What follows belongs to an exercise in optimizing a design on an open flow for small area, a short achievable clock period and few clock cycles; a production flow would make more cautious choices.
At most, simulation tests tie the RTL to the original design; equivalence was not proved.
Power and IR drop assume default switching activity.

==> inputs of run a <==
Design voxel_file_stream_parser, start of the top module:
module voxel_file_stream_parser (
  input  logic               clk,
  input  logic               rst,
  input  logic               data_valid,
  output logic               data_stall,
  input  logic [7:0]         data_byte,
  input  logic               start_of_file,
  output logic               event_valid,
  input  logic               event_stall,
  output logic [2:0]         event_kind,
  output logic [7:0]         voxel_x,
  output logic [7:0]         voxel_y,
  output logic [7:0]         voxel_z,
  output logic [7:0]         material,
  output logic signed [31:0] size_x,
  output logic signed [31:0] size_y,
  output logic signed [31:0] size_z,
  output logic signed [31:0] file_version,
  output logic [15:0]        model_number,
  output logic               last_voxel
);
export LEC_CHECK = 0
export ABC_CLOCK_PERIOD_IN_PS = 2200
export CAP_MARGIN = 20
export CORE_MARGIN = 2
export CORE_UTILIZATION = 40
export SETUP_SLACK_MARGIN = 2.6
export SLEW_MARGIN = 20
create_clock -name core_clock -period 5.0 [get_ports {clk}]
run.sh (not shown) runs the stock make flow with config.mk's settings and CLKGATE_MAP_FILE= SYNTH_SCRIPT=/design/flow/synth_recipe.tcl, a recipe that flattens the netlist after the stock synthesis.
==> inputs of run b, as changes to run a <==
--- a/flow/design.v
+++ b/flow/design.v
@@ -55,19 +55,21 @@
   logic [3:0]  phase, pos;
   logic        flag;       
   logic        ck_s;       
   logic        wsel;       
   logic        vlast;      
-  logic [31:0] ra, rb, rc;
-  logic [30:0] ml;         
+  logic [31:0] ra, rb, rc;  
+  logic [31:0] ml;         
   logic        ml_unset;   
-  logic        ml_dec_p;   
+  logic        mact;       
+  logic [1:0]  mstep;
+  logic        bw;         
   logic [15:0] mc;
   logic        mc_inc_p, mc_clr_p;
   logic        bad_p;      
   logic [2:0]  kind;
-  logic        last, sel_va, sel_vb, sel_d, sel_h, sel_o;
+  logic        last, sel_va, sel_vb, sel_dx, sel_dy, sel_dz, sel_h, sel_o;
   logic        stall_q;
   logic        take, tk, tks, free, ev_take;
   logic [7:0]  b, bu;
   logic        p0, p3, p11, byte_zero, cnt_zero, ml_last;
   logic        magic_ok, magic0_ok;
@@ -83,11 +85,11 @@
   assign p0  = (pos == 4'd0);
   assign p3  = (pos == 4'd3);
   assign p11 = (pos == 4'd11);
   assign byte_zero = (b == 8'd0);
   assign cnt_zero  = b[7] || (flag && b[6:0] == 7'd0);
-  assign ml_last   = ml_unset || (ml == 31'd1);
+  assign ml_last   = ml_unset || (ml[30:0] == 31'd1);
   always_comb begin
     case (pos[1:0])
       2'd0:    magic_ch = 8'h56;
       2'd1:    magic_ch = 8'h4f;
       2'd2:    magic_ch = 8'h58;
@@ -238,45 +240,44 @@
       finish     = n_finish;
       emit_kind  = n_kind;
       emit_magic = (phase == PH_MAGIC);
     end
   end
-  logic [3:0] wa, wb, wc, wm;
-  logic [3:0] lane;
-  assign lane = 4'b0001 << pos[1:0];
+  logic sh_a, sh_b, sh_c, sh_m, dec_c;
+  logic [7:0] dsrc, dec8, dbus;
+  logic       bin;
   always_comb begin
-    wa = 4'd0; wb = 4'd0; wc = 4'd0; wm = 4'd0;
+    sh_a = 1'b0; sh_b = 1'b0; sh_c = 1'b0; sh_m = 1'b0; dec_c = 1'b0;
     if (tk) begin
       case (phase)
-        PH_VERSION: wa = lane;
-        PH_PACK:    wm = lane;
-        PH_VCOUNT:  wc = lane;
-        PH_VOXELS:  if (wsel) wb = lane; else wa = lane;
+        PH_VERSION: sh_a = 1'b1;
+        PH_PACK:    sh_m = 1'b1;
+        PH_VCOUNT:  sh_c = 1'b1;
+        PH_VOXELS: begin
+          if (wsel) sh_b = 1'b1; else sh_a = 1'b1;
+          dec_c = 1'b1;
+        end
         PH_DIMS: begin
-          if (pos[3:2] == 2'd0) wa = lane;
-          if (pos[3:2] == 2'd1) wb = lane;
-          if (pos[3:2] == 2'd2) wc = lane;
+          if (pos[3:2] == 2'd0) sh_a = 1'b1;
+          if (pos[3:2] == 2'd1) sh_b = 1'b1;
+          if (pos[3:2] == 2'd2) sh_c = 1'b1;
         end
         default: ;
       endcase
     end
   end
+  assign dsrc = mact ? ml[7:0] : rc[7:0];
+  assign bin  = mact ? (mstep == 2'd0 || bw) : (p0 || bw);
+  assign dec8 = dsrc - {7'd0, bin};
+  assign dbus = (mact || dec_c) ? dec8 : b;
   always_ff @(posedge clk) begin
-    for (int i = 0; i < 4; i++) begin
-      if (wa[i]) ra[8*i +: 8] <= b;
-      if (wb[i]) rb[8*i +: 8] <= b;
-      if (wc[i]) rc[8*i +: 8] <= b;
-    end
-    if (wm[0]) ml[7:0]   <= b;
-    if (wm[1]) ml[15:8]  <= b;
-    if (wm[2]) ml[23:16] <= b;
-    if (wm[3]) ml[30:24] <= b[6:0];
-    if (ml_dec_p) ml <= ml - 31'd1;
-    if (tk && phase == PH_VOXELS && p0) begin
-      rc[30:0] <= rc[30:0] - 31'd1;
-      vlast    <= (rc[30:0] == 31'd1);
-    end
+    if (sh_a) ra <= {b, ra[31:8]};
+    if (sh_b) rb <= {b, rb[31:8]};
+    if (sh_c || dec_c) rc <= {dbus, rc[31:8]};
+    if (sh_m || mact) ml <= {dbus, ml[31:8]};
+    if (mact || dec_c) bw <= bin && (dsrc == 8'd0);
+    if (dec_c && p0) vlast <= (rc[30:0] == 31'd1);
     if (tk) begin
       flag <= n_flag;
       if (phase[3:2] == 2'b10 && p0) ck_s <= (bu == 8'h53);
       if (phase == PH_VOXELS && p3) wsel <= !wsel;
     end
@@ -284,15 +285,22 @@
   always_ff @(posedge clk) begin
     if (rst) begin
       phase    <= PH_MAGIC;
       pos      <= 4'd0;
       ml_unset <= 1'b1;
-      ml_dec_p <= 1'b0;
+      mact     <= 1'b0;
+      mstep    <= 2'd0;
     end else begin
       phase    <= ph_next;
       pos      <= pos_next;
-      ml_dec_p <= tk && n_finish && !ml_last;
+      if (tk && n_finish && !ml_last) begin
+        mact  <= 1'b1;
+        mstep <= 2'd0;
+      end else if (mact) begin
+        mact  <= (mstep != 2'd3);
+        mstep <= mstep + 2'd1;
+      end
       if (tks) ml_unset <= 1'b1;
       else if (tk && phase == PH_PACK && p3) ml_unset <= 1'b0;
     end
   end
   always_ff @(posedge clk) begin
@@ -320,34 +328,72 @@
     if (ev_load_bad || ev_load) begin
       kind   <= ev_load_bad ? vfsp_pkg::EV_BAD_HEADER : emit_kind;
       last   <= !ev_load_bad && emit_kind == vfsp_pkg::EV_VOXEL && vlast;
       sel_va <= !ev_load_bad && emit_kind == vfsp_pkg::EV_VOXEL && !wsel;
       sel_vb <= !ev_load_bad && emit_kind == vfsp_pkg::EV_VOXEL && wsel;
-      sel_d  <= !ev_load_bad && emit_kind == vfsp_pkg::EV_DIMENSIONS;
+      sel_dx <= !ev_load_bad && emit_kind == vfsp_pkg::EV_DIMENSIONS;
       sel_h  <= !ev_load_bad && !emit_magic &&
                 (emit_kind == vfsp_pkg::EV_HEADER_OK || emit_kind == vfsp_pkg::EV_BAD_HEADER);
       sel_o  <= ev_load_bad || emit_magic;
     end
   end
-  logic emit_risk, conflict, kind_data;
-  logic [2:0] kind_next;
-  assign kind_next = (ev_load_bad || ev_load) ? (ev_load_bad ? vfsp_pkg::EV_BAD_HEADER : emit_kind) : kind;
-  assign kind_data = !kind_next[2];
-  assign emit_risk = ((ph_next[3:2] == 2'b10 || ph_next == PH_DIMS) && pos_next == 4'd11) ||
-                     ((ph_next == PH_VERSION || ph_next == PH_PACK || ph_next == PH_VCOUNT ||
-                       ph_next == PH_VOXELS) && pos_next == 4'd3);
-  assign conflict  = ((ph_next == PH_VERSION || ph_next == PH_DIMS) && kind_data) ||
-                     ((ph_next == PH_VCOUNT || ph_next == PH_VOXELS) && kind_data &&
-                      kind_next[1:0] != 2'd0);
   always_ff @(posedge clk) begin
-    stall_q <= bad_p_next || (ev_valid_next && (emit_risk || conflict));
+    if (rst) sel_dy <= 1'b0;
+    else if (ev_load_bad || ev_load) sel_dy <= !ev_load_bad && emit_kind == vfsp_pkg::EV_DIMENSIONS;
+  end
+  always_ff @(posedge clk) begin
+    if (ev_load_bad || ev_load) sel_dz <= !ev_load_bad && emit_kind == vfsp_pkg::EV_DIMENSIONS;
+    else if (ev_take) sel_dz <= 1'b0;
+  end
+  logic kd, k123, r_now, r_tk, risk_keep;
+  assign kd   = !kind[2];
+  assign k123 = !kind[2] && kind[1:0] != 2'd0;
+  always_comb begin
+    r_now = 1'b0;
+    r_tk  = 1'b0;
+    case (phase)
+      PH_MAGIC: r_tk = (pos == 4'd3) && kd;
+      PH_VERSION: begin
+        r_now = p3 || kd;
+        r_tk  = (pos == 4'd2) || ((pos != 4'd3) && kd);
+      end
+      PH_VCOUNT: begin
+        r_now = p3 || k123;
+        r_tk  = (pos == 4'd2) || k123;
+      end
+      PH_VOXELS: begin
+        r_now = p3 || k123;
+        r_tk  = (pos == 4'd2) || ((pos != 4'd3) && k123);
+      end
+      PH_DIMS: begin
+        r_now = p11 || kd;
+        r_tk  = (pos == 4'd10) || (!p11 && kd);
+      end
+      PH_MAIN: begin
+        r_now = p11;
+        r_tk  = (pos == 4'd10);
+      end
+      PH_SECOND, PH_SIZE: begin
+        r_now = p11;
+        r_tk  = (pos == 4'd10) || (p11 && kd);
+      end
+      PH_XYZI: begin
+        r_now = p11;
+        r_tk  = (pos == 4'd10) || (p11 && k123);
+      end
+      default: ;
+    endcase
+  end
+  assign risk_keep = take ? (!start_of_file && r_tk) : r_now;
+  always_ff @(posedge clk) begin
+    stall_q <= bad_p_next || (!rst && event_valid && event_stall && risk_keep);
   end
   assign event_kind   = kind;
   assign {material, voxel_z, voxel_y, voxel_x} = (ra & {32{sel_va}}) | (rb & {32{sel_vb}});
-  assign size_x       = ra & {32{sel_d}};
-  assign size_y       = rb & {32{sel_d}};
-  assign size_z       = rc & {32{sel_d}};
+  assign size_x       = ra & {32{sel_dx}};
+  assign size_y       = rb & {32{sel_dy}};
+  assign size_z       = rc & {32{sel_dz}};
   assign file_version = (ra & {32{sel_h}}) | {32{sel_o}};
   assign model_number = mc;
   assign last_voxel   = last;
 endmodule
 module voxel_file_stream_parser (
==> flow/flow/run.sh (new file) <==
#!/bin/bash
# Standard ORFS layout, with the port buffers made from the smallest buffer cell.
set -euo pipefail
export BUFFER_PORTS_ARGS="-buffer_cell sky130_fd_sc_hd__buf_1"
bash standard.sh finish > standard_make.log 2>&1
==> flow/standard.sh (new file) <==
#!/bin/bash
# synth_recipe.tcl (not shown) runs the flow's synth.tcl, then flattens the netlist and writes it again
# the make line also repeats each setting of config.mk as NAME=value (left out here)
make -C /OpenROAD-flow-scripts/flow DESIGN_CONFIG=/design/flow/config.mk WORK_HOME=/design/flow/orfs CLKGATE_MAP_FILE= SYNTH_SCRIPT=/design/flow/synth_recipe.tcl "${@:-finish}"
Settings changed: ABC_AREA from default to 1.
removed: flow/run.sh
==> inputs of run c, as changes to run a <==
--- a/flow/design.v
+++ b/flow/design.v
@@ -55,14 +55,16 @@
   logic [3:0]  phase, pos;
   logic        flag;       
   logic        ck_s;       
   logic        wsel;       
   logic        vlast;      
-  logic [31:0] ra, rb, rc;
-  logic [30:0] ml;         
+  logic [31:0] ra, rb, rc;  
+  logic [31:0] ml;         
   logic        ml_unset;   
-  logic        ml_dec_p;   
+  logic        mact;       
+  logic [1:0]  mstep;
+  logic        bw;         
   logic [15:0] mc;
   logic        mc_inc_p, mc_clr_p;
   logic        bad_p;      
   logic [2:0]  kind;
   logic        last, sel_va, sel_vb, sel_d, sel_h, sel_o;
@@ -83,11 +85,11 @@
   assign p0  = (pos == 4'd0);
   assign p3  = (pos == 4'd3);
   assign p11 = (pos == 4'd11);
   assign byte_zero = (b == 8'd0);
   assign cnt_zero  = b[7] || (flag && b[6:0] == 7'd0);
-  assign ml_last   = ml_unset || (ml == 31'd1);
+  assign ml_last   = ml_unset || (ml[30:0] == 31'd1);
   always_comb begin
     case (pos[1:0])
       2'd0:    magic_ch = 8'h56;
       2'd1:    magic_ch = 8'h4f;
       2'd2:    magic_ch = 8'h58;
@@ -238,45 +240,44 @@
       finish     = n_finish;
       emit_kind  = n_kind;
       emit_magic = (phase == PH_MAGIC);
     end
   end
-  logic [3:0] wa, wb, wc, wm;
-  logic [3:0] lane;
-  assign lane = 4'b0001 << pos[1:0];
+  logic sh_a, sh_b, sh_c, sh_m, dec_c;
+  logic [7:0] dsrc, dec8, dbus;
+  logic       bin;
   always_comb begin
-    wa = 4'd0; wb = 4'd0; wc = 4'd0; wm = 4'd0;
+    sh_a = 1'b0; sh_b = 1'b0; sh_c = 1'b0; sh_m = 1'b0; dec_c = 1'b0;
     if (tk) begin
       case (phase)
-        PH_VERSION: wa = lane;
-        PH_PACK:    wm = lane;
-        PH_VCOUNT:  wc = lane;
-        PH_VOXELS:  if (wsel) wb = lane; else wa = lane;
+        PH_VERSION: sh_a = 1'b1;
+        PH_PACK:    sh_m = 1'b1;
+        PH_VCOUNT:  sh_c = 1'b1;
+        PH_VOXELS: begin
+          if (wsel) sh_b = 1'b1; else sh_a = 1'b1;
+          dec_c = 1'b1;
+        end
         PH_DIMS: begin
-          if (pos[3:2] == 2'd0) wa = lane;
-          if (pos[3:2] == 2'd1) wb = lane;
-          if (pos[3:2] == 2'd2) wc = lane;
+          if (pos[3:2] == 2'd0) sh_a = 1'b1;
+          if (pos[3:2] == 2'd1) sh_b = 1'b1;
+          if (pos[3:2] == 2'd2) sh_c = 1'b1;
         end
         default: ;
       endcase
     end
   end
+  assign dsrc = mact ? ml[7:0] : rc[7:0];
+  assign bin  = mact ? (mstep == 2'd0 || bw) : (p0 || bw);
+  assign dec8 = dsrc - {7'd0, bin};
+  assign dbus = (mact || dec_c) ? dec8 : b;
   always_ff @(posedge clk) begin
-    for (int i = 0; i < 4; i++) begin
-      if (wa[i]) ra[8*i +: 8] <= b;
-      if (wb[i]) rb[8*i +: 8] <= b;
-      if (wc[i]) rc[8*i +: 8] <= b;
-    end
-    if (wm[0]) ml[7:0]   <= b;
-    if (wm[1]) ml[15:8]  <= b;
-    if (wm[2]) ml[23:16] <= b;
-    if (wm[3]) ml[30:24] <= b[6:0];
-    if (ml_dec_p) ml <= ml - 31'd1;
-    if (tk && phase == PH_VOXELS && p0) begin
-      rc[30:0] <= rc[30:0] - 31'd1;
-      vlast    <= (rc[30:0] == 31'd1);
-    end
+    if (sh_a) ra <= {b, ra[31:8]};
+    if (sh_b) rb <= {b, rb[31:8]};
+    if (sh_c || dec_c) rc <= {dbus, rc[31:8]};
+    if (sh_m || mact) ml <= {dbus, ml[31:8]};
+    if (mact || dec_c) bw <= bin && (dsrc == 8'd0);
+    if (dec_c && p0) vlast <= (rc[30:0] == 31'd1);
     if (tk) begin
       flag <= n_flag;
       if (phase[3:2] == 2'b10 && p0) ck_s <= (bu == 8'h53);
       if (phase == PH_VOXELS && p3) wsel <= !wsel;
     end
@@ -284,15 +285,22 @@
   always_ff @(posedge clk) begin
     if (rst) begin
       phase    <= PH_MAGIC;
       pos      <= 4'd0;
       ml_unset <= 1'b1;
-      ml_dec_p <= 1'b0;
+      mact     <= 1'b0;
+      mstep    <= 2'd0;
     end else begin
       phase    <= ph_next;
       pos      <= pos_next;
-      ml_dec_p <= tk && n_finish && !ml_last;
+      if (tk && n_finish && !ml_last) begin
+        mact  <= 1'b1;
+        mstep <= 2'd0;
+      end else if (mact) begin
+        mact  <= (mstep != 2'd3);
+        mstep <= mstep + 2'd1;
+      end
       if (tks) ml_unset <= 1'b1;
       else if (tk && phase == PH_PACK && p3) ml_unset <= 1'b0;
     end
   end
   always_ff @(posedge clk) begin
==> run notes <==
metric	run a	run b	run c
Status	timing/DRC/antenna clean	timing/DRC/antenna clean	timing/DRC/antenna clean
Post-Synth Adder-Cell Area	1.16%	1.40%	1.14%
Total wire length after detailed routing	35,400 um	29,200 um	29,200 um
Antenna diodes	1	0	0
Number of clock-tree buffers in the layout	19	19	17
Die height	160 um	154 um	152 um
Critical path data arrival time	3.27 ns	1.60 ns	3.01 ns
CP bufs+invs	2	5	2
Count of vias placed by the detailed router	9,033	7,954	7,465
Number of buffers outside the clock class in the layout	347	231	290
Worst Hold Launch	u_core.mc[2]$_SDFFE_PP0P_	u_core.ml[31]$_DFFE_PP_	u_core.ml[31]$_DFFE_PP_
Cell group occupying the most layout area	multi-input combinational cells	sequential cells	sequential cells
Cell internal pwr	2.88 mW	2.52 mW	2.76 mW
Uppermost metal layer occupied by signal nets	met5	met4	met4
Core Footprint	23,600 um2	21,900 um2	21,700 um2
Fraction of area in registers	31.8%	43.1%	36.4%
Maximum number of pins on one net before global-route repair	44	34	33
Area overhead of the layout relative to synthesis	56.2%	29.2%	54.5%
Met2 routing resource usage after global routing	44.5%	40.6%	39.4%
Number of multi-input logic gates	724	603	556
Non-clock buffering overhead	25.6%	12.0%	23.4%
Comb power	1.13 mW	0.631 mW	0.807 mW
Crit Path Class	in2reg	reg2out	in2reg
Slew at the pin closest to its max-slew limit	1.01 ns	0.796 ns	0.713 ns
Testbench counts of run a, summed over its fixed seeds: cycles 16,095.
Testbench counts of run b, summed over its fixed seeds: cycles 16,095.
For run c, only the layout was checked, not whether the RTL still works.

==> re-timing with driven ports <==
No port has a modelled driver above. Below, the same layouts with a new extraction and two added sets of constraints. Step 1 assumes that a clkbuf_16 drives the clock port and a buf_2 every other input. Step 2 also shifts input and output timing later by t, the mid clock arrival at the registers, as if the neighbouring blocks saw the same clock. Slacks: ideal ports / drivers / drivers and shift; pairs: ideal ports / drivers.
run	t, ns	setup slack, ns	worst setup path at the end	cell pins on the clock port's net
run a	0.475	2.051 / 2.029 / 1.555	input to register	1
run b	0.479	2.404 / 2.357 / 2.202	input to register	1
run c	0.471	2.290 / 2.260 / 1.789	input to register	1
After both steps every run listed still meets setup and hold. The setup slack of run c, which loses most, moves by -0.030 ns with the drivers and by -0.501 ns with both steps.
